This design comes from an exercise in tuning for small area and a short achievable clock period on the open sky130 flow, not from production work.
In this exercise RTL edits were held to simulation tests only and were not proved equivalent to the original.
The flow treats the clock pin as an ideal source, which a real chip does not have.

`design/flow/design.v`:
```
package mdu_pkg;
    localparam int MDU_OP_W = 3;
    localparam logic [MDU_OP_W-1:0] MDU_NONE  = 3'd0;
    localparam logic [MDU_OP_W-1:0] MDU_MULT  = 3'd1;
    localparam logic [MDU_OP_W-1:0] MDU_MULTU = 3'd2;
    localparam logic [MDU_OP_W-1:0] MDU_DIV   = 3'd3;
    localparam logic [MDU_OP_W-1:0] MDU_DIVU  = 3'd4;
    localparam logic [MDU_OP_W-1:0] MDU_MTHI  = 3'd5;
    localparam logic [MDU_OP_W-1:0] MDU_MTLO  = 3'd6;
    localparam int MDU_MULT_CYCLES_DEF = 5;
    localparam int MDU_DIV_CYCLES_DEF  = 10;
    function automatic logic mdu_is_multicycle(input logic [MDU_OP_W-1:0] op);
        mdu_is_multicycle = (op == MDU_MULT) || (op == MDU_MULTU) ||
               (op == MDU_DIV)  || (op == MDU_DIVU);
    endfunction
endpackage
module mdu_hilo #(
    parameter int MULT_CYCLES = mdu_pkg::MDU_MULT_CYCLES_DEF,
    parameter int DIV_CYCLES  = mdu_pkg::MDU_DIV_CYCLES_DEF
) (
    input  logic                clk,
    input  logic                reset,
    input  logic                start,
    input  logic [mdu_pkg::MDU_OP_W-1:0] op,
    input  logic [31:0]         rs_val,
    input  logic [31:0]         rt_val,
    input  logic                cancel,
    output logic                busy,
    output logic                stall_req,
    output logic [31:0]         hi,
    output logic [31:0]         lo
);
    localparam int W = 34;    
    localparam int HW = 33;   
    logic [3:0]   r_cnt;
    logic         r_busy;     
    logic         w_run;      
    logic         r_is_div;
    logic         r_f31;      
    logic         r_bprev;    
    logic [HW-1:0] r_h;       
    logic [31:0]  r_l;        
    logic [3:0]   r_lx;       
    logic [32:0]  r_m;        
    logic         r_c0_dw;    
    logic         r_c0_one;   
    logic         r_c0_two;
    logic         r_c0_neg;
    logic [31:0]  r_hi;
    logic [31:0]  r_lo;
    logic w_op_valid, w_accept, w_last, w_wb, w_mdiv, w_sgn_op;
    assign w_op_valid = (op >= mdu_pkg::MDU_MULT) && (op <= mdu_pkg::MDU_MTLO);
    assign w_accept   = start & ~cancel & ~w_run & w_op_valid;
    assign w_run     = (r_cnt != 4'd0);
    assign busy      = r_busy;
    assign stall_req = busy | (start & ~cancel & mdu_pkg::mdu_is_multicycle(op));
    assign hi        = r_hi;
    assign lo        = r_lo;
    assign w_last = (r_cnt == 4'd1);
    assign w_mdiv = (op == mdu_pkg::MDU_DIV) || (op == mdu_pkg::MDU_DIVU);
    assign w_sgn_op = (op == mdu_pkg::MDU_MULT) || (op == mdu_pkg::MDU_DIV);
    logic         w_dneg;             
    logic         w_sig;              
    assign w_dneg = r_m[32];
    assign w_sig  = r_is_div & r_f31;
    logic         w_rsg_h;            
    assign w_rsg_h = r_h[32];
    logic [W-1:0] w_mx;               
    assign w_mx = {{(W-33){r_m[32]}}, r_m};
    logic [W-1:0] w_x   [4];
    logic [W-1:0] w_y   [4];
    logic [W-1:0] w_s   [4];
    logic         w_sf  [4];          
    logic         w_one [4];
    logic         w_two [4];
    logic         w_neg [4];
    logic         w_rsg [4];          
    logic         w_p   [4];          
    logic         w_z   [4];          
    logic         w_dw  [4];          
    logic [2:0]   w_bt  [4];          
    function automatic logic [W:0] rcc(input logic [W-1:0] a, input logic [W-1:0] b,
                                       input logic ci);
        rcc[0] = ci;
        for (int k = 0; k < W; k++)
            rcc[k+1] = (rcc[k] & a[k]) | (rcc[k] & b[k]) | (a[k] & b[k]);
    endfunction
    localparam int FK = 12;
    function automatic logic fc32(input logic [W-1:0] a, input logic [W-1:0] b,
                                  input logic ck);
        logic c0, c1;
        c0 = 1'b0;
        c1 = 1'b1;
        for (int k = FK; k < 32; k++) begin
            c0 = (a[k] & (b[k] | c0)) | (b[k] & c0);
            c1 = (a[k] & (b[k] | c1)) | (b[k] & c1);
        end
        fc32 = ck ? c1 : c0;
    endfunction
    function automatic logic [31:0] rinc(input logic [31:0] a, input logic ci);
        logic c;
        c = ci;
        for (int k = 0; k < 32; k++) begin
            rinc[k] = a[k] ^ c;
            c       = a[k] & c;
        end
    endfunction
    genvar r;
    generate
        for (r = 0; r < 4; r++) begin : g_row
            logic [W-1:0] prev;
            if (r == 0) begin : g_p0
                assign prev = {r_h[HW-1], r_h};
                assign w_bt[r] = {r_l[1], r_l[0], r_bprev};
            end else begin : g_pn
                assign prev = w_s[r-1];
                assign w_bt[r] = {r_l[2*r+1], r_l[2*r], r_l[2*r-1]};
            end
            assign w_z[r]   = r_lx[3-r];
            assign w_rsg[r] = (r == 0) ? r_h[32] : (r == 2) ? prev[32] : w_sf[r-1];
            assign w_p[r]   = ~(w_rsg[r] ^ w_sig);
            assign w_dw[r]  = (r == 0) ? r_c0_dw : r_is_div;
            logic mb_one, mb_two, mb_neg, dv_one, dv_two, dv_neg;
            assign mb_one = w_last ? ((r == 0) & r_f31) : (w_bt[r][1] ^ w_bt[r][0]);
            assign mb_two = ~w_last & ((w_bt[r] == 3'b011) | (w_bt[r] == 3'b100));
            assign mb_neg = ~w_last & w_bt[r][2] & ~(w_bt[r][1] & w_bt[r][0]);
            if (r == 0) begin : g_d0
                assign dv_one = ~w_last | (w_rsg_h ^ w_sig);
                assign dv_two = 1'b0;
                assign dv_neg = w_last ? ((w_rsg_h ^ w_sig) & ~(w_rsg_h ^ w_dneg))
                                       : ~(w_rsg[r] ^ w_dneg);
            end else if (r == 1) begin : g_d1
                assign dv_one = ~w_last;
                assign dv_two = w_last;
                assign dv_neg = w_last ? w_dneg : ~(w_rsg[r] ^ w_dneg);
            end else begin : g_dn
                assign dv_one = 1'b1;
                assign dv_two = 1'b0;
                assign dv_neg = ~(w_rsg[r] ^ w_dneg);
            end
            if (r == 0) begin : g_c0
                assign w_one[r] = r_c0_one;
                assign w_two[r] = r_c0_two;
                assign w_neg[r] = r_c0_neg;
            end else begin : g_cn
                assign w_one[r] = r_is_div ? dv_one : mb_one;
                assign w_two[r] = r_is_div ? dv_two : mb_two;
                assign w_neg[r] = r_is_div ? dv_neg : mb_neg;
            end
            assign w_x[r] = w_dw[r] ? {prev[W-2:0], w_z[r]}
                                    : ((r == 0) ? prev : {{2{prev[W-1]}}, prev[W-1:2]});
            assign w_y[r] = ((w_one[r] ? w_mx : '0) | (w_two[r] ? {w_mx[W-2:0], 1'b0} : '0))
                            ^ {W{w_neg[r]}};
            logic [W:0] cy;
            assign cy     = rcc(w_x[r], w_y[r], w_neg[r]);
            assign w_s[r] = w_x[r] ^ w_y[r] ^ cy[W-1:0];
            assign w_sf[r] = w_x[r][32] ^ w_y[r][32] ^ fc32(w_x[r], w_y[r], cy[FK]);
        end
    endgenerate
    logic        w_corr, w_exact, w_qs, w_inc, w_mz;
    logic [31:0] w_qv, w_qx, w_lov, w_hiv;
    assign w_corr  = w_rsg_h ^ w_sig;
    assign w_exact = w_sig & (w_s[1][W-1:1] == '0);
    assign w_qs    = r_is_div & (w_sig ^ w_dneg);
    assign w_inc   = r_is_div & (w_qs ^ w_exact);
    assign w_qv    = r_is_div ? {r_l[30:0], ~w_corr} : r_l;
    assign w_qx    = w_qv ^ {32{w_qs}};
    assign w_mz    = (r_m == 33'd0);
    assign w_lov = rinc(w_qx, w_inc);
    assign w_hiv = w_exact ? 32'd0 : w_s[0][31:0];
    assign w_wb  = w_last & ~(r_is_div & w_mz);
    always_ff @(posedge clk) begin
        if (reset) begin
            r_cnt <= 4'd0;
        end else if (w_accept) begin
            if (mdu_pkg::mdu_is_multicycle(op))
                r_cnt <= w_mdiv ? 4'(DIV_CYCLES) : 4'(MULT_CYCLES);
        end else if (w_run) begin
            r_cnt <= r_cnt - 4'd1;
        end
    end
    always_ff @(posedge clk) begin
        if (reset)
            r_busy <= 1'b0;
        else if (w_accept)
            r_busy <= mdu_pkg::mdu_is_multicycle(op);
        else if (w_last)
            r_busy <= 1'b0;
    end
    always_ff @(posedge clk) begin
        if (reset) begin
            r_hi <= '0;
            r_lo <= '0;
        end else if (w_accept) begin
            if (op == mdu_pkg::MDU_MTHI) r_hi <= rs_val;
            if (op == mdu_pkg::MDU_MTLO) r_lo <= rs_val;
        end else if (w_wb) begin
            r_hi <= w_hiv;
            r_lo <= w_lov;
        end
    end
    logic       w_lastn, w_hsn, w_corrn;
    logic [2:0] w_btn;
    assign w_lastn = (r_cnt == 4'd2);
    assign w_hsn   = w_s[3][32];
    assign w_corrn = w_hsn ^ w_sig;
    assign w_btn   = r_l[9:7];
    always_ff @(posedge clk) begin
        if (!w_run) begin
            r_c0_dw  <= w_mdiv;
            r_c0_one <= w_mdiv | rs_val[0];
            r_c0_two <= ~w_mdiv & rs_val[1] & ~rs_val[0];
            r_c0_neg <= w_mdiv ? ~(((op == mdu_pkg::MDU_DIV) & rs_val[31]) ^ (w_sgn_op & rt_val[31]))
                               : rs_val[1];
        end else if (r_is_div) begin
            r_c0_dw  <= ~w_lastn;
            r_c0_one <= ~w_lastn | w_corrn;
            r_c0_two <= 1'b0;
            r_c0_neg <= w_lastn ? (w_corrn & ~(w_hsn ^ w_dneg)) : ~(w_hsn ^ w_dneg);
        end else begin
            r_c0_dw  <= 1'b0;
            r_c0_one <= w_lastn ? r_f31 : (w_btn[1] ^ w_btn[0]);
            r_c0_two <= ~w_lastn & ((w_btn == 3'b011) | (w_btn == 3'b100));
            r_c0_neg <= ~w_lastn & w_btn[2] & ~(w_btn[1] & w_btn[0]);
        end
    end
    always_ff @(posedge clk) begin
        if (!w_run) begin
            r_is_div <= w_mdiv;
            r_f31    <= rs_val[31] & ((op == mdu_pkg::MDU_DIV) || (op == mdu_pkg::MDU_MULTU));
            r_bprev  <= 1'b0;
            r_h      <= {HW{(op == mdu_pkg::MDU_DIV) & rs_val[31]}};
            r_l      <= rs_val;
            r_lx     <= {4{(op == mdu_pkg::MDU_DIV) & rs_val[31]}};
            r_m      <= {w_sgn_op & rt_val[31], rt_val};
        end else begin
            r_bprev  <= r_l[7];
            r_lx     <= r_l[31:28];
            if (r_is_div) begin
                r_h <= w_s[3][HW-1:0];
                r_l <= {r_l[27:0], w_p[0], w_p[1], w_p[2], w_p[3]};
            end else begin
                r_h <= {w_s[3][W-1], w_s[3][W-1:2]};
                r_l <= {w_s[3][1:0], w_s[2][1:0], w_s[1][1:0], w_s[0][1:0], r_l[31:8]};
            end
        end
    end
endmodule
```
`design/flow/flow/run.sh`:
```
#!/bin/bash
set -euo pipefail
export BUFFER_PORTS_ARGS="-buffer_cell sky130_fd_sc_hd__buf_1"
R=orfs/results/${FLOW_PLATFORM:-sky130hd}/mdu_hilo/base
bash standard.sh place > standard_place.log 2>&1
cp $R/3_place.odb $R/3_place_pre_downsize.odb
DS_LIB=$FLOW_HOME/platforms/sky130hd/lib/sky130_fd_sc_hd__tt_025C_1v80.lib \
DS_PLATFORM_DIR=$FLOW_HOME/platforms/sky130hd \
DS_IN=$R/3_place_pre_downsize.odb DS_OUT=$R/3_place.odb DS_SDC=$R/3_place.sdc \
DS_SLACK_LOSS=0.0 DS_REG_MARGIN=1.0 \
  openroad -no_init -exit flow/downsize.tcl > downsize.log 2>&1
bash standard.sh > standard_finish.log 2>&1
```
`design/flow/flow/downsize.tcl`:
```
# Area recovery after placement: swap up-sized combinational cells back to
# their _1 (or smallest) variant wherever that does not lower the worst setup
# slack of any path group below a limit and adds no slew, cap or fanout
# violation.
set lib   $::env(DS_LIB)
set plat  $::env(DS_PLATFORM_DIR)
set in_db $::env(DS_IN)
set out_db $::env(DS_OUT)
read_liberty $lib
read_db $in_db
read_sdc $::env(DS_SDC)
source $plat/setRC.tcl
estimate_parasitics -placement

proc worst {} { return [sta::worst_slack_cmd max] }
# worst slack of the paths that end at registers
proc worst_reg {} {
  set p [find_timing_paths -to [all_registers -data_pins] -sort_by_slack -group_path_count 1]
  return [get_property [lindex $p 0] slack]
}
proc viol {} {
  return [expr {[sta::max_slew_violation_count] + [sta::max_capacitance_violation_count] + [sta::max_fanout_violation_count]}]
}
set w0 [worst]
set r0 [worst_reg]
set v0 [viol]
puts "start: worst slack $w0, register paths $r0, violations $v0, area [rsz::design_area]"
# keep the worst slack at least this far above what it was
set floor [expr {$w0 - $::env(DS_SLACK_LOSS)}]
# and keep the register paths this far above the worst slack (or where
# they were, if that is lower)
set rfloor [expr {min($r0, $w0 * 1e9 + $::env(DS_REG_MARGIN))}]
set block [sta::top_instance]
set n 0
set tried 0
foreach inst [get_cells *] {
  set master [get_property $inst ref_name]
  if {![regexp {^(sky130_fd_sc_hd__[a-z0-9]+)_([0-9]+)$} $master -> base size]} continue
  if {$size <= 1} continue
  if {[regexp {df|clk|fa$|ha$|tap|fill|decap|conb|dly} $base]} continue
  set cands {}
  foreach s {1 0 2 4 8} {
    if {$s >= $size} continue
    set c [get_lib_cells -quiet */${base}_$s]
    if {[llength $c]} { lappend cands $c }
  }
  foreach c $cands {
    incr tried
    set old [get_property $inst ref_name]
    if {[catch {replace_cell $inst $c}]} continue
    estimate_parasitics -placement
    if {[worst] < $floor || [worst_reg] < $rfloor || [viol] > $v0} {
      replace_cell $inst [get_lib_cells */$old]
      estimate_parasitics -placement
    } else {
      incr n
      break
    }
  }
}
puts "swapped $n of $tried tries: worst slack [worst], register paths [worst_reg], violations [viol], area [rsz::design_area]"
write_db $out_db
```
`design/flow/standard.sh`:
```
#!/bin/bash
# synth_recipe.tcl (not shown) runs the flow's synth.tcl, then flattens the netlist and writes it again
# the make line also repeats each setting of config.mk as NAME=value (left out here)
make -C /OpenROAD-flow-scripts/flow DESIGN_CONFIG=/design/flow/config.mk WORK_HOME=/design/flow/orfs CLKGATE_MAP_FILE= SYNTH_SCRIPT=/design/flow/synth_recipe.tcl "${@:-finish}"
```
`design/flow/config.mk`:
```
export PLATFORM = sky130hd
export DESIGN_NAME = mdu_hilo
export DESIGN_NICKNAME = mdu_hilo
export VERILOG_FILES = /design/flow/design.v
export SDC_FILE = /design/flow/constraint.sdc
export NUM_CORES = 4
export LEC_CHECK = 0
export ABC_AREA = 1
export CAP_MARGIN = 20
export CORE_MARGIN = 2
export CORE_UTILIZATION = 60
export SLEW_MARGIN = 20
```
`design/flow/constraint.sdc`:
```
create_clock -name core_clock -period 110.0 [get_ports {clk}]
set_input_delay 22.0000 -clock core_clock [delete_from_list [all_inputs] [get_ports {clk}]]
set_output_delay 22.0000 -clock core_clock [all_outputs]
set_load 0.01 [all_outputs]
```
==> impl_metrics.tcl, run 1 <==
set metrics [dict create \
    path_buf_inv 3 \
    setup_tns_ns 0 \
    final_cells 2536 \
    final_nets 2427 \
    drcViolationCount 0 \
    ys_types 52 \
    synth_edf_count 35 \
    synth_area_mm2 0.0164 \
    placed_cells 2504 \
    drtIter0Drc 2052 \
    antenna_found_initial 0 \
    area_growth_pct 4.89 \
    max_freq_mhz 22.3 \
    grt_usage_pct 37.5 \
    dieArea_mm2 0.0287 \
    initial_utilization_pct 60.9 \
    wire_per_inst_um 21.2 \
    cts-root-buf "clkbuf_16" \
    critical_path.cell_chain "buf_1 > inv_1 > o21ai_0 > nand2_1 > a21o_1 > buf_1" \
    fp.dieW_um 169 \
    crit_path_end_kind "output port" \
    syn_nets 2378 \
    critical-path-top-delay-family "buffers and inverters" \
    cts_buffers 17 \
    crit_path_start_kind "input pin" \
    clk_pin_slew_ns 0.09 \
    postCtsSetupBuffers 0 \
    period_needed_ns 44.81 \
    firstDrtPassIters 8 \
    syn_area_per_cell_um2 7.70 \
    grt_pass1_wl_um 82700 \
    pin_count 137 \
    synthCells 2133 \
    slowest_delay_ns 0.21 \
    path_class "input pin to output port" \
    critPathMostFrequentCell "buf_1" \
    port_buffers 136 \
    synth_top_area_share_pct 17.3 \
    cts_buffer_depth 2 \
    setup_violations 0 \
    place_congestion 0.965 \
    grt_max_degree 73 \
    core_region_area_mm2 0.0270 \
    ant_nets 0 \
    synth_top_area_cell "dfxtp_1" \
    drive_above_1_share_pct 2.73 \
    first_global_vias 14600 \
    drv_cap 0 \
    antenna_cells 0 \
    grt-ovfl-total 0 \
    synth.most_common_cell "nand2_1" \
    ys_seq_area_share_pct 23.7 \
    synth_seq_cells 177 \
    grt_setup_unrepaired "false" \
    finalHoldViolCount 0 \
    die-height_um 169 \
    synth_common_cells "nand2_1 (434), inv_1 (261), o21ai_0 (215)" \
    slew_headroom_pct 21.8 \
    rows 60 \
    status "timing/DRC/antenna clean" \
    synth_warnings 13 \
    via_per_inst 6.16 \
    async_flop_share_pct 0 \
    hpwl_um 41100 \
    finalMaxSlewViolations 0 \
    cp_slowest_cell "buf_1" \
    vias 15600 \
    skew_ns 0.0233 \
    fin_crit_sh_pct 40.7 \
    crit_fanout 7 \
    clkSinkCount 177 \
    ys.flop_type "dfxtp_1" \
    netlist_top_cells_area "dfxtp_1 (17%), fa_1 (15%), nand2_1 (9.9%)" \
    insertion_delay_ns 0.45 \
    wl_um 53700 \
    n_fill_cell 2546 \
    h-tree-depth 4 \
    arrival_ns 22.81 \
    cts.repair.resized 0 \
    cts_hold_buffers 0 \
    required_ns 88.00 \
    worst_slew_pin_slew_ns 1.17 \
    cts_tree "yes" \
    hold_class "flip-flop to flip-flop" \
]
final timing paths:
kind / from / end / slack (ns) / cells after the start
worst max register to register: r_c0_dw / r_c0_neg / 66.26 / 129
worst min register to register: r_l[31] / r_lx[3] / 0.51 / 2
worst min-delay path: r_l[31] / r_lx[3] / 0.51 / 2
worst max-delay path: op[2] / stall_req / 65.19 / 6
sequential cells by signal (all words and copies together), names as in the netlist:
name / count
r_f31: 1
r_l: 32
r_h: 33
r_hi: 32
r_m: 33
r_c0_two: 1
r_lx: 4
r_c0_one: 1
r_busy: 1
r_is_div: 1
r_lo: 32
r_c0_dw: 1
r_c0_neg: 1
r_cnt: 4
kinds of logic (layout without fill, tap and decap cells):
kind of cell | after synthesis | count (layout) | share of synthesized area [%]
AND/OR/NAND/NOR | 652 | 652 | 16.7
buffers and inverters | 432 | 494 | 10.5
AO/OA/AOI/OAI | 520 | 520 | 19.0
adder cells (fa/ha/maj) | 174 | 174 | 19.1
multiplexers | 29 | 29 | 1.77
XOR/XNOR | 149 | 149 | 9.36
flip-flops | 177 | 177 | 23.7
placed cells by master, fill, tap and decap left out, types with 74 or more instances in the layout:
cell type,synthesis,routed
o22ai_1,131,134
buf_1,18,136
xor2_1,77,79
dfxtp_1,142,142
inv_1,261,277
nor2_1,75,76
nand2_1,434,438
o21ai_0,215,215
fa_1,127,127
nand3_1,73,74
a31oi_1,81,81
final cells by class:
| type | count | area (um^2) | share of cell area (%) |
|---|---|---|---|
| multi-input combinational | 1524 | 10500 | 61.1 |
| timing repair buffer | 156 | 616 | 3.57 |
| clock inverter | 14 | 173 | 1.00 |
| inverter | 306 | 1150 | 6.67 |
| clock buffer | 18 | 450 | 2.61 |
| sequential | 177 | 3890 | 22.6 |
| tap | 341 | 427 | 2.48 |
through the flow:
stage | hold WS (ns) | setup slack [ns] | instance area (um^2) | util (%)
CTS | 0.505 | 65.19 | 17200 | 63.8
global route | 0.527 | 64.64 | 17200 | 63.9
floorplan | 0.452 | 65.55 | 16400 | -
finish | 0.507 | 65.19 | 17200 | 63.9
detailed placement | 0.497 | 65.20 | 17000 | 63.0
global placement | 0.493 | 65.24 | 17000 | 63.0
worst reg2reg max path: cells and delay by family (launching register included):
family	cells	cell delay (ns)
flip-flops	1	0.31
buffers and inverters	10	2.08
adder cells (fa/ha/maj)	86	36.13
AO/OA/AOI/OAI	6	1.27
AND/OR/NAND/NOR	23	2.92
XOR/XNOR	4	0.89
metal layers:
layer	track usage, %	vias up	wire length, um
li1	-	7204	-
met1	55.1	7405	23200
met5	0	-	0
met4	12.9	0	1840
met3	5.04	108	5620
met2	57.2	905	23000
==> inputs of run 2 (changes only) <==
==> design/flow/flow/run.sh (replaced) <==
#!/bin/bash
# Standard layout with these changes:
#  * the port buffers are the smallest buffer (sky130_fd_sc_hd__buf_1)
#    instead of the one buffer_ports picks by default;
set -euo pipefail
export BUFFER_PORTS_ARGS="-buffer_cell sky130_fd_sc_hd__buf_1"
R=orfs/results/${FLOW_PLATFORM:-sky130hd}/mdu_hilo/base
LIB=$FLOW_HOME/platforms/sky130hd/lib/sky130_fd_sc_hd__tt_025C_1v80.lib
PLAT=$FLOW_HOME/platforms/sky130hd
bash standard.sh place > standard_place.log 2>&1
cp $R/3_place.odb $R/3_place_pre_downsize.odb
DS_LIB=$LIB DS_PLATFORM_DIR=$PLAT \
DS_IN=$R/3_place_pre_downsize.odb DS_OUT=$R/3_place.odb DS_SDC=$R/3_place.sdc \
DS_SLACK_LOSS=0.0 DS_REG_MARGIN=1.0 \
  openroad -no_init -exit flow/downsize.tcl > downsize.log 2>&1
CTS_BUF_LIST=sky130_fd_sc_hd__clkbuf_8 bash standard.sh cts > standard_cts8.log 2>&1
CS_LIB=$LIB CS_PLATFORM_DIR=$PLAT CS_IN=$R/4_cts.odb CS_SDC=$R/4_cts.sdc \
  openroad -no_init -exit flow/clkslew.tcl > clkslew8.log 2>&1
SLEW=$(awk '/^CLKSLEW/ {print $2}' clkslew8.log)
if ! awk -v s="$SLEW" 'BEGIN { exit !(s != "" && s + 0 < 0.115) }'; then
  echo "clkbuf_8 tree slew $SLEW ns: rebuilding with clkbuf_16" > cts_choice.log
  rm -f $R/4_1_cts.odb $R/4_cts.odb $R/4_cts.sdc
  CTS_BUF_LIST=sky130_fd_sc_hd__clkbuf_16 bash standard.sh cts > standard_cts16.log 2>&1
else
  echo "clkbuf_8 tree slew $SLEW ns: kept" > cts_choice.log
fi
bash standard.sh > standard_finish.log 2>&1
==> design/flow/flow/clkslew.tcl (new file) <==
# Largest flip-flop clock-pin slew (ns) of a CTS result, with placement
# parasitics; printed as "CLKSLEW <value>".
read_liberty $::env(CS_LIB)
read_db $::env(CS_IN)
read_sdc $::env(CS_SDC)
source $::env(CS_PLATFORM_DIR)/setRC.tcl
set_propagated_clock [all_clocks]
estimate_parasitics -placement
set mx 0
foreach p [get_pins -of_objects [all_registers] -filter "direction==input"] {
  if {[get_property $p name] ne "CLK"} continue
  foreach t {slew_max_rise slew_max_fall} {
    set s [get_property $p $t]
    if {$s > $mx} { set mx $s }
  }
}
puts "CLKSLEW $mx"
==> impl_metrics.tcl, run 2 <==
set metrics [dict create \
    met1_usage_pct 55.1 \
    drtIter0Drc 2052 \
    fin_area_mm2 0.0172 \
    required_ns 88.00 \
    drive_above_1_share_pct 2.73 \
    cp-startpoint "op[2]" \
    arrival_ns 22.81 \
    die-height_um 169 \
    final_cells 2536 \
    worst_slew_pin_slew_ns 1.17 \
    synth_area_mm2 0.0164 \
    syn_area_per_cell_um2 7.70 \
    grt_usage_pct 37.5 \
    firstDrtPassIters 8 \
    placed_cells 2504 \
    ant_nets 0 \
    hpwl_um 41100 \
    synth_top_area_cell "dfxtp_1" \
    setup_slack_ns 65.19 \
    crit_fanout 7 \
    cts-root-buf "clkbuf_16" \
    grt.busiest_layer "met2" \
    syn_nets 2378 \
    fp.dieW_um 169 \
    ys_seq_area_share_pct 23.7 \
    ys.flop_type "dfxtp_1" \
    pin_count 137 \
    skew_ns 0.0233 \
    status "timing/DRC/antenna clean" \
    ys_types 52 \
    max_freq_mhz 22.3 \
    grt_util_met2_pct 57.2 \
    dieArea_mm2 0.0287 \
    placed_cell_area_mm2 0.0170 \
    synth_seq_cells 177 \
    grt_setup_unrepaired "false" \
    synthCells 2133 \
    layout_common_cells "nand2_1 (438), inv_1 (277), o21ai_0 (215), dfxtp_1 (142), buf_1 (136)" \
    cts_tree "yes" \
    cts.repair.resized 0 \
    grt_max_degree 73 \
    slew_headroom_pct 21.8 \
    path_class "input pin to output port" \
    synth.most_common_cell "nand2_1" \
    via_per_inst 6.16 \
    finalHoldViolCount 0 \
    crit_end "stall_req" \
    grt-ovfl-total 0 \
    cts_buffer_depth 2 \
    r2r-end "r_c0_neg" \
    clk_pin_slew_ns 0.09 \
    wl_um 53700 \
    synth_top_area_share_pct 17.3 \
    antenna_cells 0 \
    synth_warnings 13 \
    vias 15600 \
    initial_utilization_pct 60.9 \
    final_nets 2427 \
    drv_cap 0 \
    grtUsageMet3_pct 5.04 \
    clkSinkCount 177 \
    crit_path_end_kind "output port" \
    r2r_slack_ns 66.26 \
    cts_buffers 17 \
    insertion_delay_ns 0.45 \
    antenna_found_initial 0 \
    place_congestion 0.965 \
    layout_commonest_cell "nand2_1" \
    hold_class "flip-flop to flip-flop" \
    crit_path_start_kind "input pin" \
    synth_edf_count 35 \
    reg2reg_depth 129 \
    area_growth_pct 4.89 \
    first_global_vias 14600 \
    crit-reg2reg-launch "r_c0_dw" \
    drcViolationCount 0 \
    wire_per_inst_um 21.2 \
    rows 60 \
    postCtsSetupBuffers 0 \
    h-tree-depth 4 \
    period_needed_ns 44.81 \
    setup_tns_ns 0 \
    core_region_area_mm2 0.0270 \
    setup_violations 0 \
    async_flop_share_pct 0 \
    synth_common_cells "nand2_1 (434), inv_1 (261), o21ai_0 (215)" \
    netlist_top_cells_area "dfxtp_1 (17%), fa_1 (15%), nand2_1 (9.9%)" \
    finalMaxSlewViolations 0 \
    grt_pass1_wl_um 82700 \
    fin_crit_sh_pct 40.7 \
    port_buffers 136 \
    reg_top3 "r_h (33), r_m (33)" \
    cts_hold_buffers 0 \
    pre_cts_ws_ns 65.20 \
]
==> run 2: cell counts in the layout (fill, tap and decap cells not counted) <==
Identical to the previous run, type by type.
==> run 2: logic make-up after synthesis <==
family / Yosys count / share of synthesized area [%]
and+or+nand+nor: 652 / 16.7
AOI/OAI and AO/OA: 520 / 19.0
buffers and inverters: 432 / 10.5
DFF: 177 / 23.7
adders and majority gates: 174 / 19.1
xor gates and xnor gates: 149 / 9.36
muxes: 29 / 1.77
==> run 2: worst min-delay path by stage <==
stage	cells past startpoint	slack, ns	from	end
4_1_cts	2	0.50	r_l[31]	r_lx[3]
2_1_floorplan	2	0.45	r_l[31]	r_lx[3]
3_3_place_gp	2	0.49	r_l[31]	r_lx[3]
6_report	2	0.51	r_l[31]	r_lx[3]
3_5_place_dp	2	0.50	r_l[31]	r_lx[3]
5_1_grt	2	0.53	r_l[31]	r_lx[3]
==> run 2: final cells by class <==
type / instances / area [um^2]
clock buffers: 18 / 450
clock inverters: 14 / 173
inverters: 306 / 1150
fillers: 2546 / 9720
flip-flops and latches: 177 / 3890
repair buffers: 156 / 616
well taps: 341 / 427
multi-input cells: 1524 / 10500
==> run 2: critical path, cell delays in order <==
cell	delay, ns
buf_1	0.21
inv_1	0.11
o21ai_0	0.11
nand2_1	0.10
a21o_1	0.16
buf_1	0.12
==> run 2: metal layers <==
metal  up-vias  part of all wire (%)  wire, um
li1       7204                     -         -
met4         0                   3.4      1840
met2       905                    43     23000
met3       108                    10      5620
met5         -                     0         0
met1      7405                    43     23200
==> run 2: through the flow <==
step	hold slack (ns)	util, %
after floorplan	0.452	-
final	0.507	63.9
after global placement	0.493	63.0
after global routing	0.527	63.9
after CTS	0.505	63.8
after detailed placement	0.497	63.0
==> inputs of run 3 (changes only) <==
--- a/design/flow/config.mk
+++ b/design/flow/config.mk
@@ -9,4 +9,5 @@
 export CAP_MARGIN = 20
 export CORE_MARGIN = 2
-export CORE_UTILIZATION = 60
+export CORE_UTILIZATION = 70
+export PLACE_DENSITY = 0.78
 export SLEW_MARGIN = 20
==> impl_metrics.tcl, run 3 <==
set metrics [dict create \
    rows 56 \
    drv_cap 0 \
    fin_area_mm2 0.0173 \
    synth_top_family_by_area "adder cells" \
    pre_cts_ws_ns 65.19 \
    antenna_cells 0 \
    arrival_ns 22.83 \
    core_region_area_mm2 0.0233 \
    drcViolationCount 0 \
    place_congestion 0.991 \
    port_buffers 136 \
    h-tree-depth 4 \
    pin_count 137 \
    synth_common_cells "nand2_1 (434), inv_1 (261), o21ai_0 (215)" \
    grt_usage_pct 43.1 \
    worst_slew_pin_slew_ns 1.14 \
    area_growth_pct 5.12 \
    grt_setup_unrepaired "false" \
    clkSinkCount 177 \
    vias 16000 \
    async_flop_share_pct 0 \
    clk_pin_slew_ns 0.08 \
    synth_compound_area_share_pct 19.0 \
    setup_slack_ns 65.17 \
    reg_top3 "r_h (33), r_m (33)" \
    netlist_top_cells_area "dfxtp_1 (17%), fa_1 (15%), nand2_1 (9.9%)" \
    cts_buffers 17 \
    crit_fanout 7 \
    placed_cell_area_mm2 0.0169 \
    hpwl_um 39300 \
    crit_path_end_kind "output port" \
    period_needed_ns 44.83 \
    cts.repair.resized 0 \
    ys_types 52 \
    skew_ns 0.0146 \
    ant_nets 0 \
    first_global_vias 14700 \
    setup_tns_ns 0 \
    initial_utilization_pct 70.6 \
    grt_pass1_wl_um 81100 \
    grt_max_degree 88 \
    die-height_um 157 \
    crit_path_start_kind "input pin" \
    synth_area_mm2 0.0164 \
    synth_top_area_share_pct 17.3 \
    post-route-util_pct 74.2 \
    via_per_inst 6.35 \
    firstDrtPassIters 6 \
    setup_violations 0 \
    slew_headroom_pct 23.8 \
    finalHoldViolCount 0 \
    hold_class "flip-flop to flip-flop" \
    layout_common_cells "nand2_1 (438), inv_1 (277), o21ai_0 (215), dfxtp_1 (142), buf_1 (137)" \
    synth.most_common_cell "nand2_1" \
    yosys.area_share.simple_pct 16.7 \
    antenna_found_initial 0 \
    fin_crit_sh_pct 40.8 \
    postCtsSetupBuffers 0 \
    cts_buffer_depth 2 \
    layout_commonest_cell "nand2_1" \
    synth_warnings 13 \
    synthXorXnorAreaFrac_pct 9.36 \
    max_freq_mhz 22.3 \
    ys_seq_area_share_pct 23.7 \
    drive_above_1_share_pct 2.78 \
    cts_tree "yes" \
    synth_seq_cells 177 \
    ys.flop_type "dfxtp_1" \
    wire_per_inst_um 21.1 \
    wl_um 53100 \
    required_ns 88.00 \
    status "timing/DRC/antenna clean" \
    syn_nets 2378 \
    muxShareOfSynthArea_pct 1.77 \
    drtIter0Drc 2596 \
    insertion_delay_ns 0.46 \
    synthAdderAreaFrac_pct 19.1 \
    path_class "input pin to output port" \
    synthCells 2133 \
    synth_top_area_cell "dfxtp_1" \
    dieArea_mm2 0.0247 \
    fp.dieW_um 157 \
    finalMaxSlewViolations 0 \
    syn_area_per_cell_um2 7.70 \
    grt-ovfl-total 0 \
    final_nets 2430 \
    cts-root-buf "clkbuf_16" \
    cts_hold_buffers 0 \
    synth_edf_count 35 \
]
-- run 3: cell types whose count changed in the layout (fill, tap and decap cells not counted), sizes merged --
cell    delta
clkinv     +3
buf        +5
clkbuf     -3
inv        -2
-- run 3: path summary, 6_finish.rpt --
| path | slack (ns) | cells after the start | from | to |
|---|---|---|---|---|
| worst max register to register | 65.96 | 129 | r_c0_dw | r_c0_neg |
| worst min-delay path | 0.52 | 2 | r_busy | r_busy |
| worst min register to register | 0.52 | 2 | r_busy | r_busy |
| worst max-delay path | 65.17 | 6 | op[2] | stall_req |
-- run 3: per-layer routing --
metal	global-route usage, %	vias up	share of wire (%)
li1	-	7220	-
met1	61.1	7400	39
met2	64.4	1192	43
met3	8.95	171	14
met4	17.6	0	4.5
met5	0	-	0
-- run 3: cell type report --
cell class	instances	area, um^2
Clock buffer	17	425
Clock inverter	15	186
Fill cell	1945	6000
Inverter	306	1150
Multi-Input combinational cell	1524	10500
Sequential cell	177	3890
Tap cell	319	399
Timing Repair Buffer	159	702
-- run 3: per-stage QoR --
step                hold WS, ns  std cells
global route              0.557       2517
CTS                       0.522       2514
finish                    0.520       2517
detailed placement        0.504       2482
global placement          0.495       2482
floorplan                 0.452       2133
-- run 3: cells by family (layout without fill, tap and decap cells) --
group | Yosys count | count (layout)
compound gates | 520 | 520
mux | 29 | 29
xor+xnor | 149 | 149
fa+ha+maj | 174 | 174
buf+inv | 432 | 497
simple gates | 652 | 652
flops | 177 | 177
-- run 3: critical path, stage by stage --
cell and delay, ns:
buf_1 0.23, inv_1 0.11, o21ai_0 0.11, nand2_1 0.10, a21o_1 0.16, buf_1 0.12
==> inputs of run 4 (changes only) <==
--- a/design/flow/design.v
+++ b/design/flow/design.v
@@ -119,5 +119,5 @@
             assign w_z[r]   = r_lx[3-r];
             assign w_rsg[r] = (r == 0) ? r_h[32] : (r == 2) ? prev[32] : w_sf[r-1];
-            assign w_p[r]   = ~(w_rsg[r] ^ w_sig);
+            assign w_p[r]   = ~(w_rsg[r] ^ w_dneg);
             assign w_dw[r]  = (r == 0) ? r_c0_dw : r_is_div;
             logic mb_one, mb_two, mb_neg, dv_one, dv_two, dv_neg;
@@ -162,8 +162,9 @@
     assign w_corr  = w_rsg_h ^ w_sig;
     assign w_exact = w_sig & (w_s[1][W-1:1] == '0);
-    assign w_qs    = r_is_div & (w_sig ^ w_dneg);
-    assign w_inc   = r_is_div & (w_qs ^ w_exact);
-    assign w_qv    = r_is_div ? {r_l[30:0], ~w_corr} : r_l;
-    assign w_qx    = w_qv ^ {32{w_qs}};
+    assign w_qs    = w_sig ^ w_dneg;
+    assign w_inc   = r_is_div & (w_qs ? (w_corr & ~w_exact) : (w_exact & ~w_corr));
+    assign w_qv    = r_is_div ? {r_l[30:0], w_qs ? (w_corr | ~w_exact) : (w_exact | ~w_corr)}
+                              : r_l;
+    assign w_qx    = w_qv;
     assign w_mz    = (r_m == 33'd0);
     assign w_lov = rinc(w_qx, w_inc);
--- a/design/flow/config.mk
+++ b/design/flow/config.mk
@@ -9,5 +9,4 @@
 export CAP_MARGIN = 20
 export CORE_MARGIN = 2
-export CORE_UTILIZATION = 70
-export PLACE_DENSITY = 0.78
+export CORE_UTILIZATION = 60
 export SLEW_MARGIN = 20
==> impl_metrics.tcl, run 4 <==
set metrics [dict create \
    status "timing/DRC/antenna clean" \
    clkSinkCount 177 \
    final_nets 2340 \
    slowest_delay_ns 0.18 \
    placed_cell_area_mm2 0.0165 \
    drv_cap 0 \
    firstDrtPassIters 6 \
    worst_slew_pin_slew_ns 1.09 \
    cts-root-buf "clkbuf_16" \
    initial_utilization_pct 61.1 \
    fin_crit_sh_pct 40.7 \
    arrival_ns 22.77 \
    grt-ovfl-total 0 \
    finalMaxSlewViolations 0 \
    ys.flop_type "dfxtp_1" \
    cts_tree "yes" \
    rows 59 \
    grtUsageMet3_pct 5.66 \
    synth_top_area_cell "dfxtp_1" \
    grt_setup_unrepaired "false" \
    pin_count 137 \
    drtIter0Drc 1671 \
    syn_nets 2286 \
    setup_tns_ns 0 \
    critPathMostFrequentCell "buf_1" \
    layout_common_cells "nand2_1 (477), inv_1 (228), o21ai_0 (189), dfxtp_1 (142), buf_1 (136)" \
    antenna_cells 0 \
    ant_nets 0 \
    crit_fanout 6 \
    wl_um 51200 \
    grt_util_met2_pct 58.0 \
    synth_common_cells "nand2_1 (474), inv_1 (199), o21ai_0 (189)" \
    synth_edf_count 35 \
    layout_commonest_cell "nand2_1" \
    drcViolationCount 0 \
    area_growth_pct 5.19 \
    required_ns 88.00 \
    via_per_inst 6.13 \
    crit_path_end_kind "output port" \
    synth_seq_cells 177 \
    cts.repair.resized 0 \
    grt_max_degree 86 \
    synth_top_area_share_pct 17.9 \
    ys_seq_area_share_pct 24.5 \
    met1_usage_pct 49.6 \
    vias 15000 \
    synth_area_mm2 0.0159 \
    max_freq_mhz 22.3 \
    netlist_top_cells_area "dfxtp_1 (18%), fa_1 (16%), nand2_1 (11%)" \
    first_global_vias 14300 \
    ys_types 49 \
    fin_hold_ws_ns 0.484 \
    die-height_um 167 \
    grt_usage_pct 36.5 \
    drive_above_1_share_pct 2.85 \
    period_needed_ns 44.77 \
    core_region_area_mm2 0.0261 \
    synth.most_common_cell "nand2_1" \
    cts_buffer_depth 2 \
    synth_warnings 13 \
    reg_top3 "r_h (33), r_m (33)" \
    slew_headroom_pct 26.8 \
    async_flop_share_pct 0 \
    fp.dieW_um 167 \
    hold_class "flip-flop to flip-flop" \
    setup_violations 0 \
    skew_ns 0.0196 \
    insertion_delay_ns 0.45 \
    h-tree-depth 4 \
    synthCells 2041 \
    grt_pass1_wl_um 79500 \
    critical_path.cell_chain "buf_1 > inv_1 > o21ai_0 > nand2_1 > a21o_1 > buf_1" \
    post-route-util_pct 64.2 \
    cts_buffers 17 \
    clk_pin_slew_ns 0.07 \
    finalHoldViolCount 0 \
    place_congestion 0.930 \
    wire_per_inst_um 21.0 \
    path_class "input pin to output port" \
    syn_area_per_cell_um2 7.80 \
    antenna_found_initial 0 \
    postCtsSetupBuffers 0 \
    dieArea_mm2 0.0278 \
    port_buffers 136 \
    cp_slowest_cell "buf_1" \
    hpwl_um 37900 \
    cts_hold_buffers 0 \
    fin_area_mm2 0.0167 \
    crit_path_start_kind "input pin" \
    grt.busiest_layer "met2" \
]
## run 4: layout make-up
type	instances	area [um^2]
fillers	2453	9320
clock inverters	15	169
flip-flops and latches	177	3890
well taps	335	419
clock buffers	17	425
multi-input cells	1486	10200
inverters	256	963
repair buffers	157	638
## run 4: stage by stage
stage	cells	setup WS, ns
CTS	2442	65.23
global placement	2410	65.26
global route	2443	64.75
floorplan	2041	65.55
detailed placement	2410	65.23
finish	2443	65.23
## run 4: logic make-up (layout without fill, tap and decap cells)
family	count (synthesis)	in the layout	synth area share [%]
AO/OA/AOI/OAI	485	485	18.3
XOR/XNOR	144	144	9.29
adder cells (fa/ha/maj)	174	174	19.7
buffers and inverters	378	445	9.61
flip-flops	177	177	24.5
multiplexers	21	21	1.33
AND/OR/NAND/NOR	662	662	17.3
## run 4: routing by layer
metal | part of all wire (%) | vias up
met5 | 0 | -
met2 | 45 | 792
met3 | 8.8 | 130
met4 | 4.6 | 0
met1 | 41 | 7085
li1 | - | 6961
## run 4: worst paths after layout
check                               from   endpoint  slack [ns]  depth (start not counted)
worst max-delay path               op[2]  stall_req       65.23                          6
worst min-delay path             r_l[31]    r_lx[3]        0.48                          2
worst max register to register  r_c0_one   r_c0_one       66.10                        126
worst min register to register   r_l[31]    r_lx[3]        0.48                          2
## run 4: worst max-delay path, delay by kind of cell
kind / cells / cell delay, ns
AO/OA/AOI/OAI: 2 / 0.27
AND/OR/NAND/NOR: 1 / 0.10
buffers and inverters: 3 / 0.40
==> inputs of run 5 (changes only) <==
==> design/flow/flow/run.sh (replaced) <==
#!/bin/bash
# Standard layout with these changes:
#  * the port buffers are the smallest buffer (sky130_fd_sc_hd__buf_1)
#    instead of the one buffer_ports picks by default;
#  * clock tree synthesis with the standard arguments plus
#    -dont_use_dummy_load (no extra load cells on the clock tree).
set -euo pipefail
export BUFFER_PORTS_ARGS="-buffer_cell sky130_fd_sc_hd__buf_1"
export CTS_ARGS="-sink_clustering_enable -repair_clock_nets -dont_use_dummy_load"
R=orfs/results/${FLOW_PLATFORM:-sky130hd}/mdu_hilo/base
LIB=$FLOW_HOME/platforms/sky130hd/lib/sky130_fd_sc_hd__tt_025C_1v80.lib
PLAT=$FLOW_HOME/platforms/sky130hd
bash standard.sh place > standard_place.log 2>&1
cp $R/3_place.odb $R/3_place_pre_downsize.odb
DS_LIB=$LIB DS_PLATFORM_DIR=$PLAT \
DS_IN=$R/3_place_pre_downsize.odb DS_OUT=$R/3_place.odb DS_SDC=$R/3_place.sdc \
DS_SLACK_LOSS=0.0 DS_REG_MARGIN=1.0 \
  openroad -no_init -exit flow/downsize.tcl > downsize.log 2>&1
bash standard.sh > standard_finish.log 2>&1
removed: design/flow/flow/clkslew.tcl
==> impl_metrics.tcl, run 5 <==
set metrics [dict create \
    period_needed_ns 44.78 \
    required_ns 88.00 \
    fin_crit_sh_pct 40.7 \
    ys.flop_type "dfxtp_1" \
    hold_class "flip-flop to flip-flop" \
    cts_buffer_depth 2 \
    cts_tree "yes" \
    firstDrtPassIters 8 \
    cts_buffers 17 \
    synthCells 2041 \
    finalMaxSlewViolations 0 \
    synth_common_cells "nand2_1 (474), inv_1 (199), o21ai_0 (189)" \
    reg_top3 "r_h (33), r_m (33)" \
    cts.repair.resized 0 \
    dieArea_mm2 0.0278 \
    crit_path_end_kind "output port" \
    synth_top_area_cell "dfxtp_1" \
    grt_pass1_wl_um 79400 \
    finalHoldViolCount 0 \
    antenna_found_initial 0 \
    r2r_slack_ns 66.05 \
    area_growth_pct 4.00 \
    place_congestion 0.930 \
    first_global_vias 14300 \
    hpwl_um 37900 \
    crit-reg2reg-launch "r_c0_one" \
    cp-startpoint "op[2]" \
    path_class "input pin to output port" \
    fp.dieW_um 167 \
    ant_nets 0 \
    status "timing/DRC/antenna clean" \
    cts_hold_buffers 0 \
    netlist_top_cells_area "dfxtp_1 (18%), fa_1 (16%), nand2_1 (11%)" \
    layout_common_cells "nand2_1 (477), inv_1 (227), o21ai_0 (189), dfxtp_1 (142), buf_1 (136)" \
    critPathMostFrequentCell "buf_1" \
    setup_tns_ns 0 \
    port_buffers 136 \
    holdPathStages 2 \
    grt-ovfl-total 0 \
    h-tree-depth 4 \
    critical-path-top-delay-family "buffers and inverters" \
    syn_area_per_cell_um2 7.80 \
    final_nets 2339 \
    crit_path_start_kind "input pin" \
    synth_warnings 13 \
    vias 15000 \
    worst_hold_path.endpoint "r_lx[3]" \
    placed_cell_area_mm2 0.0165 \
    insertion_delay_ns 0.44 \
    via_per_inst 6.20 \
    pre_cts_ws_ns 65.23 \
    final_cells 2427 \
    wire_per_inst_um 21.0 \
    critical_path.cell_chain "buf_1 > inv_1 > o21ai_0 > nand2_1 > a21o_1 > buf_1" \
    syn_nets 2286 \
    crit_fanout 6 \
    cts-root-buf "clkbuf_16" \
    worst_slew_pin_slew_ns 1.08 \
    drtIter0Drc 1567 \
    n_fill_cell 2469 \
    antenna_cells 0 \
    grt_setup_unrepaired "false" \
    grt_usage_pct 36.5 \
    arrival_ns 22.78 \
    pin_count 137 \
    fin_hold_ws_ns 0.476 \
    clk_pin_slew_ns 0.05 \
    setup_violations 0 \
    initial_utilization_pct 61.1 \
    post-route-util_pct 63.5 \
    synth_edf_count 35 \
    rows 59 \
    ys_seq_area_share_pct 24.5 \
    core_region_area_mm2 0.0261 \
    regArea_mm2 0.00389 \
    slowest_delay_ns 0.18 \
    synth_area_mm2 0.0159 \
    drive_above_1_share_pct 2.15 \
    fin_area_mm2 0.0166 \
    reg2reg_depth 126 \
    clkSinkCount 177 \
    postCtsSetupBuffers 0 \
    slew_headroom_pct 27.8 \
    wl_um 51000 \
    setup_slack_ns 65.22 \
    hold_start "r_l[31]" \
    async_flop_share_pct 0 \
    synth_seq_cells 177 \
    path_buf_inv 3 \
    r2r-end "r_c0_one" \
    layout_commonest_cell "nand2_1" \
    skew_ns 0.0329 \
    synth_top_area_share_pct 17.9 \
    synth.most_common_cell "nand2_1" \
    drv_cap 0 \
    max_freq_mhz 22.3 \
    drcViolationCount 0 \
    cp_slowest_cell "buf_1" \
    die-height_um 167 \
    multi_input_area_mm2 0.0102 \
    ys_types 49 \
    placed_cells 2410 \
    grt_max_degree 86 \
]
-- run 5: cells by family after synthesis --
logic type | after synthesis | synth area share [%]
xor gates and xnor gates | 144 | 9.29
buffers and inverters | 378 | 9.61
DFF | 177 | 24.5
and+or+nand+nor | 662 | 17.3
muxes | 21 | 1.33
adders and majority gates | 174 | 19.7
AOI/OAI and AO/OA | 485 | 18.3
-- run 5: routing by layer --
layer	vias up	part of all wire [%]	global-route usage, %
li1	6950	-	-
met1	7156	41	49.4
met2	802	45	58.0
met3	130	9.0	5.66
met4	0	4.6	16.2
met5	-	0	0
-- run 5: layout make-up --
type                    instances  share of cell area [%]
repair buffers                156                    3.73
multi-input cells            1486                    61.8
well taps                     335                    2.53
inverters                     256                    5.82
flip-flops and latches        177                    23.5
clock buffers                  17                    2.57
-- run 5: worst register-to-register path: cells and delay by family, from the launching register on --
| kind | cells | cell delay (ns) |
|---|---|---|
| multiplexers | 1 | 0.47 |
| AO/OA/AOI/OAI | 5 | 0.81 |
| AND/OR/NAND/NOR | 21 | 3.09 |
| buffers and inverters | 9 | 1.92 |
| adder cells (fa/ha/maj) | 86 | 36.21 |
| XOR/XNOR | 4 | 0.86 |
| flip-flops | 1 | 0.47 |
-- run 5: worst max-delay path by stage --
stage                     slack, ns        end  cells after the start
after floorplan               65.55  stall_req                      3
after CTS                     65.23  stall_req                      6
after global routing          64.72   r_c0_one                    126
final                         65.22  stall_req                      6
after global placement        65.26  stall_req                      6
after detailed placement      65.23  stall_req                      6
==> inputs of run 6 (changes only) <==
--- a/design/flow/flow/run.sh
+++ b/design/flow/flow/run.sh
@@ -15,5 +15,5 @@
 DS_LIB=$LIB DS_PLATFORM_DIR=$PLAT \
 DS_IN=$R/3_place_pre_downsize.odb DS_OUT=$R/3_place.odb DS_SDC=$R/3_place.sdc \
-DS_SLACK_LOSS=0.0 DS_REG_MARGIN=1.0 \
+DS_SLACK_LOSS=0.0 DS_REG_MARGIN=0.8 \
   openroad -no_init -exit flow/downsize.tcl > downsize.log 2>&1
 bash standard.sh > standard_finish.log 2>&1
--- a/design/flow/config.mk
+++ b/design/flow/config.mk
@@ -7,6 +7,6 @@
 export LEC_CHECK = 0
 export ABC_AREA = 1
-export CAP_MARGIN = 20
+export CAP_MARGIN = 10
 export CORE_MARGIN = 2
 export CORE_UTILIZATION = 60
-export SLEW_MARGIN = 20
+export SLEW_MARGIN = 10
==> impl_metrics.tcl, run 6 <==
set metrics [dict create \
    syn_nets 2286 \
    drv_cap 0 \
    grt_pass1_wl_um 79400 \
    wl_um 51100 \
    cp_slowest_cell "buf_1" \
    setup_violations 0 \
    grt_usage_pct 36.5 \
    finalMaxSlewViolations 0 \
    layout_common_cells "nand2_1 (477), inv_1 (228), o21ai_0 (189), dfxtp_1 (142), buf_1 (136)" \
    grt-ovfl-total 0 \
    h-tree-depth 4 \
    place_congestion 0.930 \
    slowest_delay_ns 0.18 \
    slew_headroom_pct 21.4 \
    fin_hold_ws_ns 0.477 \
    synth_area_mm2 0.0159 \
    max_freq_mhz 22.3 \
    hpwl_um 37900 \
    first_global_vias 14300 \
    ys_seq_area_share_pct 24.5 \
    n_fill_cell 2472 \
    pin_count 137 \
    synth_top_area_share_pct 17.9 \
    period_needed_ns 44.78 \
    cts-root-buf "clkbuf_16" \
    postCtsSetupBuffers 0 \
    cts.repair.resized 0 \
    critPathMostFrequentCell "buf_1" \
    setup_slack_ns 65.22 \
    synth_seq_cells 177 \
    skew_ns 0.0350 \
    ys.flop_type "dfxtp_1" \
    synthCells 2041 \
    dieArea_mm2 0.0278 \
    antenna_cells 0 \
    rows 59 \
    cts_buffers 17 \
    finalHoldViolCount 0 \
    synth.most_common_cell "nand2_1" \
    netlist_top_cells_area "dfxtp_1 (18%), fa_1 (16%), nand2_1 (11%)" \
    wire_per_inst_um 21.0 \
    vias 15000 \
    drcViolationCount 0 \
    synth_edf_count 35 \
    cts_tree "yes" \
    fin_crit_sh_pct 40.7 \
    hold_class "flip-flop to flip-flop" \
    drive_above_1_share_pct 2.10 \
    synth_top_area_cell "dfxtp_1" \
    port_buffers 136 \
    setup_tns_ns 0 \
    crit_path_end_kind "output port" \
    final_nets 2339 \
    cts_hold_buffers 0 \
    syn_area_per_cell_um2 7.80 \
    die-height_um 167 \
    firstDrtPassIters 6 \
    via_per_inst 6.18 \
    clkSinkCount 177 \
    crit_path_start_kind "input pin" \
    pre_cts_ws_ns 65.23 \
    core_region_area_mm2 0.0261 \
    fp.dieW_um 167 \
    status "timing/DRC/antenna clean" \
    arrival_ns 22.78 \
    async_flop_share_pct 0 \
    worst_slew_pin_slew_ns 1.17 \
    holdPathStages 2 \
    reg_top3 "r_h (33), r_m (33)" \
    post-route-util_pct 63.5 \
    initial_utilization_pct 61.1 \
    grt_max_degree 86 \
    required_ns 88.00 \
    drtIter0Drc 1595 \
    synth_common_cells "nand2_1 (474), inv_1 (199), o21ai_0 (189)" \
    clk_pin_slew_ns 0.05 \
    area_growth_pct 3.97 \
    reg2reg_depth 126 \
    path_class "input pin to output port" \
    critical_path.cell_chain "buf_1 > inv_1 > o21ai_0 > nand2_1 > a21o_1 > buf_1" \
    insertion_delay_ns 0.44 \
    cts_buffer_depth 2 \
    synth_warnings 13 \
    layout_commonest_cell "nand2_1" \
    ys_types 49 \
    ant_nets 0 \
    grt_setup_unrepaired "false" \
    crit_fanout 6 \
    antenna_found_initial 0 \
]
==> run 6: cell counts after synthesis <==
No cell type changed its count.
==> run 6: area by class of cell <==
class | instances | area, um^2 | share of cell area, %
multi-input combinational | 1486 | 10200 | 61.8
sequential | 177 | 3890 | 23.5
tap | 335 | 419 | 2.53
inverter | 256 | 963 | 5.82
timing repair buffer | 156 | 618 | 3.74
clock buffer | 17 | 425 | 2.57
==> run 6: worst paths after layout <==
path	startpoint	end	slack [ns]
max	op[2]	stall_req	65.22
min	r_l[31]	r_lx[3]	0.48
max reg2reg	r_c0_one	r_c0_one	65.79
min reg2reg	r_l[31]	r_lx[3]	0.48
==> run 6: metrics by stage <==
step	instance area [um^2]	instances
3_5_place_dp	16500	2410
5_1_grt	16500	2427
3_3_place_gp	16500	2410
4_1_cts	16500	2427
6_report	16500	2427
2_1_floorplan	15900	2041
==> run 6: cell families after synthesis <==
logic type / after synthesis / synth area share (%)
AND/OR/NAND/NOR: 662 / 17.3
AO/OA/AOI/OAI: 485 / 18.3
buffers and inverters: 378 / 9.61
multiplexers: 21 / 1.33
XOR/XNOR: 144 / 9.29
flip-flops: 177 / 24.5
adder cells (fa/ha/maj): 174 / 19.7
==> run 6: layer usage <==
| metal | part of all wire, % | GRT usage (%) | vias up |
|---|---|---|---|
| met1 | 41 | 49.4 | 7156 |
| li1 | - | - | 6945 |
| met5 | 0 | 0 | - |
| met2 | 45 | 58.0 | 774 |
| met4 | 4.7 | 16.2 | 0 |
| met3 | 8.8 | 5.66 | 135 |
==> run 6: worst max-delay path: cells and delay by family <==
family                 cells  cell delay (ns)
buffers and inverters      3             0.40
AO/OA/AOI/OAI              2             0.28
AND/OR/NAND/NOR            1             0.10

==> what the ideal ports hide <==
The results above use ideal ports. As a check the final layouts listed here were re-extracted and re-timed, cells and wires unchanged.
Step 1, drivers: a clkbuf_16 drives clk and a buf_2 each remaining input, both assumed.
Step 2, shift: input delay + t, output delay - t, t = (earliest + latest rising clock arrival at the registers) / 2. This alone moves slack from input paths to output paths.
Three values: no drivers, after step 1, after step 2; two values: the first two.
run | t, ns | setup slack, ns | worst setup path at the end | worst register clock-pin slew, ns | worst data-port slew with drivers (ns)
run 1 | 0.491 | 65.189 / 65.166 / 65.166 | input to output | 0.09 / 0.09 | 0.06
run 2 | 0.491 | 65.189 / 65.166 / 65.166 | input to output | 0.09 / 0.09 | 0.06
run 3 | 0.506 | 65.175 / 65.154 / 65.154 | input to output | 0.09 / 0.09 | 0.05
run 4 | 0.495 | 65.228 / 65.207 / 65.207 | input to output | 0.09 / 0.09 | 0.04
run 5 | 0.482 | 65.223 / 65.202 / 65.202 | input to output | 0.09 / 0.09 | 0.04
run 6 | 0.481 | 65.222 / 65.202 / 65.202 | input to output | 0.09 / 0.09 | 0.04
After both steps every run listed still meets setup and hold.
